What follows belongs to an exercise in optimizing a design on an open flow for small area; a production flow would make more cautious choices.
Function was checked by simulation only, so behaviour that the tests miss may differ from the original.

// imu_tilt_and_gyro_rate_core
module imu_tilt_and_gyro_rate_core (
    input  wire logic         clk,
    input  wire logic         rst_n,
    input  wire logic         s_tvalid,
    output logic              s_tready,
    input  wire logic [95:0]  s_tdata,
    input  wire logic [1:0]   s_tuser,
    output logic              m_tvalid,
    input  wire logic         m_tready,
    output logic [103:0]      m_tdata,
    output logic [2:0]        m_tuser,
    input  wire logic         cfg_valid,
    output logic              cfg_ready,
    input  wire logic [1:0]   cfg_index,
    input  wire logic [9:0]   cfg_data
);
    logic [3:0]  ph;
    logic [5:0]  j6;           
    logic [6:0]  j;
    assign j = {1'b0, j6};
    logic [4:0]  k;
    logic [1:0]  m;
    logic        pr;           
    logic [1:0]  pa;           
    logic [4:0]  pb;           
    logic [7:0]  calib_reg;
    logic [9:0]  gain_reg;
    logic [7:0]  count_reg;
    logic        flag_reg;
    logic        bzero, bzarm;         
    logic        m_tvalid_reg;
    logic [2:0]  user_reg;
    logic [71:0] sumr, biar;
    logic [15:0] f_roll;
    logic [14:0] f_pitch;
    logic        se;
    logic [23:0] f_rx, f_ry, f_rz;
    logic        xe;
    logic [1:0]  ye;
    logic [4:0]  ze;
    logic        c0, c1, c2;           
    logic        seen0;                
    logic        dq1;                  
  ...
Size in the first run: about 1300 cells after synthesis, ~230 I/O pins, roughly 0.013 mm2 of cells after synthesis.
clock: 11.0 ns
lec_check: 0
abc_area: 1
cap_margin: 20
core_margin: 2
core_utilization: 50
gpl_timing_driven: 0
slew_margin: 20
standard.sh (not shown) runs the stock make flow with config.mk's settings and CLKGATE_MAP_FILE= SYNTH_SCRIPT=/design/flow/synth_recipe.tcl, a recipe that flattens the netlist after the stock synthesis.
==> flow/flow/run.sh <==
#!/bin/bash
# Own layout flow, built on the standard flow (standard.sh):
#  2. the synthesis runs again with own_synth.tcl: the same script, but ABC maps
#     the logic with abc_area_nf.script and no adder cells are placed;
#  4. the rest of the standard flow runs, with the port buffers made from the
#     smallest buffer cell and a clock tree of small clock buffers without
#     dummy loads.
# Each tool's full output goes to a log file in this folder.
set -euo pipefail
W=$(pwd)
RES=$W/orfs/results/$FLOW_PLATFORM/imu_tilt_and_gyro_rate_core/base
LOGS=$W/orfs/logs/$FLOW_PLATFORM/imu_tilt_and_gyro_rate_core/base

bash standard.sh synth > synth_standard.log 2>&1
mkdir -p ref_synth
cp $RES/1_2_yosys.v $RES/1_2_yosys.sdc $RES/1_synth.odb $RES/1_synth.sdc ref_synth/
cp $LOGS/1_2_yosys.log ref_synth/1_2_yosys.log

rm -f $RES/1_2_yosys.v $RES/1_2_yosys.sdc $RES/1_synth.odb $RES/1_synth.sdc
if ADDER_MAP_FILE= make -C "$FLOW_HOME" DESIGN_CONFIG=$W/config.mk WORK_HOME=$W/orfs \
      CLKGATE_MAP_FILE= SYNTH_SCRIPT=$W/flow/own_synth.tcl synth > synth_own.log 2>&1 \
   && python3 $W/flow/cmp_regs.py ref_synth/1_2_yosys.v $RES/1_2_yosys.v > regs_compare.log 2>&1; then
  echo "using the own synthesis" >> regs_compare.log
else
  echo "falling back to the standard synthesis" >> regs_compare.log
  cp ref_synth/1_2_yosys.v ref_synth/1_2_yosys.sdc ref_synth/1_synth.odb ref_synth/1_synth.sdc $RES/
fi
touch $RES/1_synth.odb $RES/1_synth.sdc

export BUFFER_PORTS_ARGS="-buffer_cell sky130_fd_sc_hd__buf_1"
export CTS_ARGS="-sink_clustering_enable -repair_clock_nets -dont_use_dummy_load -buf_list {sky130_fd_sc_hd__clkbuf_4} -sink_clustering_size 10 -sink_clustering_max_diameter 35"
bash standard.sh > standard_flow.log 2>&1
cp -r orfs/logs ./orfs_logs 2>/dev/null || true
Other scripts of this flow, unchanged in this note and not shown: flow/flow/abc_area_nf.script, flow/flow/cmp_regs.py, flow/flow/own_synth.tcl
The starting point completed with no timing, DRC or antenna violations.
Change:
--- a/flow/flow/run.sh
+++ b/flow/flow/run.sh
@@ -31 +31 @@
-export CTS_ARGS="-sink_clustering_enable -repair_clock_nets -dont_use_dummy_load -buf_list {sky130_fd_sc_hd__clkbuf_4} -sink_clustering_size 10 -sink_clustering_max_diameter 35"
+export CTS_ARGS="-sink_clustering_enable -repair_clock_nets -dont_use_dummy_load -buf_list {sky130_fd_sc_hd__clkbuf_8} -sink_clustering_size 18 -sink_clustering_max_diameter 50"
- The new run completed without violations
- synthesized cell count does not change
- clock skew is higher by 41 ps
- non-clock buffer count is unchanged
- final area stays flat
- routed wire length barely changes
- synthesized area stays the same
- clock-buffer cell count came out lower by 17

separate check: timing with driven ports:
The results above use ideal ports. As a check the final layouts listed here were re-extracted and re-timed, cells and wires unchanged. Step 1, drivers: a clkbuf_16 drives clk and a buf_2 each remaining input, both assumed. Step 2 moves the port delays by t, midway between the first and last clock arrival at a register: inputs arrive t later, outputs are due t later. That takes back most of the time a late clock gives input paths. Three values: ideal ports, drivers, drivers and shift; two values: the first two.
| run | t, ns | slack for setup (ns) | latest minus earliest clock arrival (ns) | worst register clock-pin slew, ns | worst data-port slew with drivers (ns) |
|---|---|---|---|---|---|
| the first run | 0.681 | 2.670 / 2.670 / 2.670 | 0.096 / 0.097 | 0.11 / 0.11 | 0.13 |
| the second run | 0.615 | 2.499 / 2.499 / 2.499 | 0.142 / 0.143 | 0.10 / 0.10 | 0.13 |
After both steps every run listed still meets setup and hold.
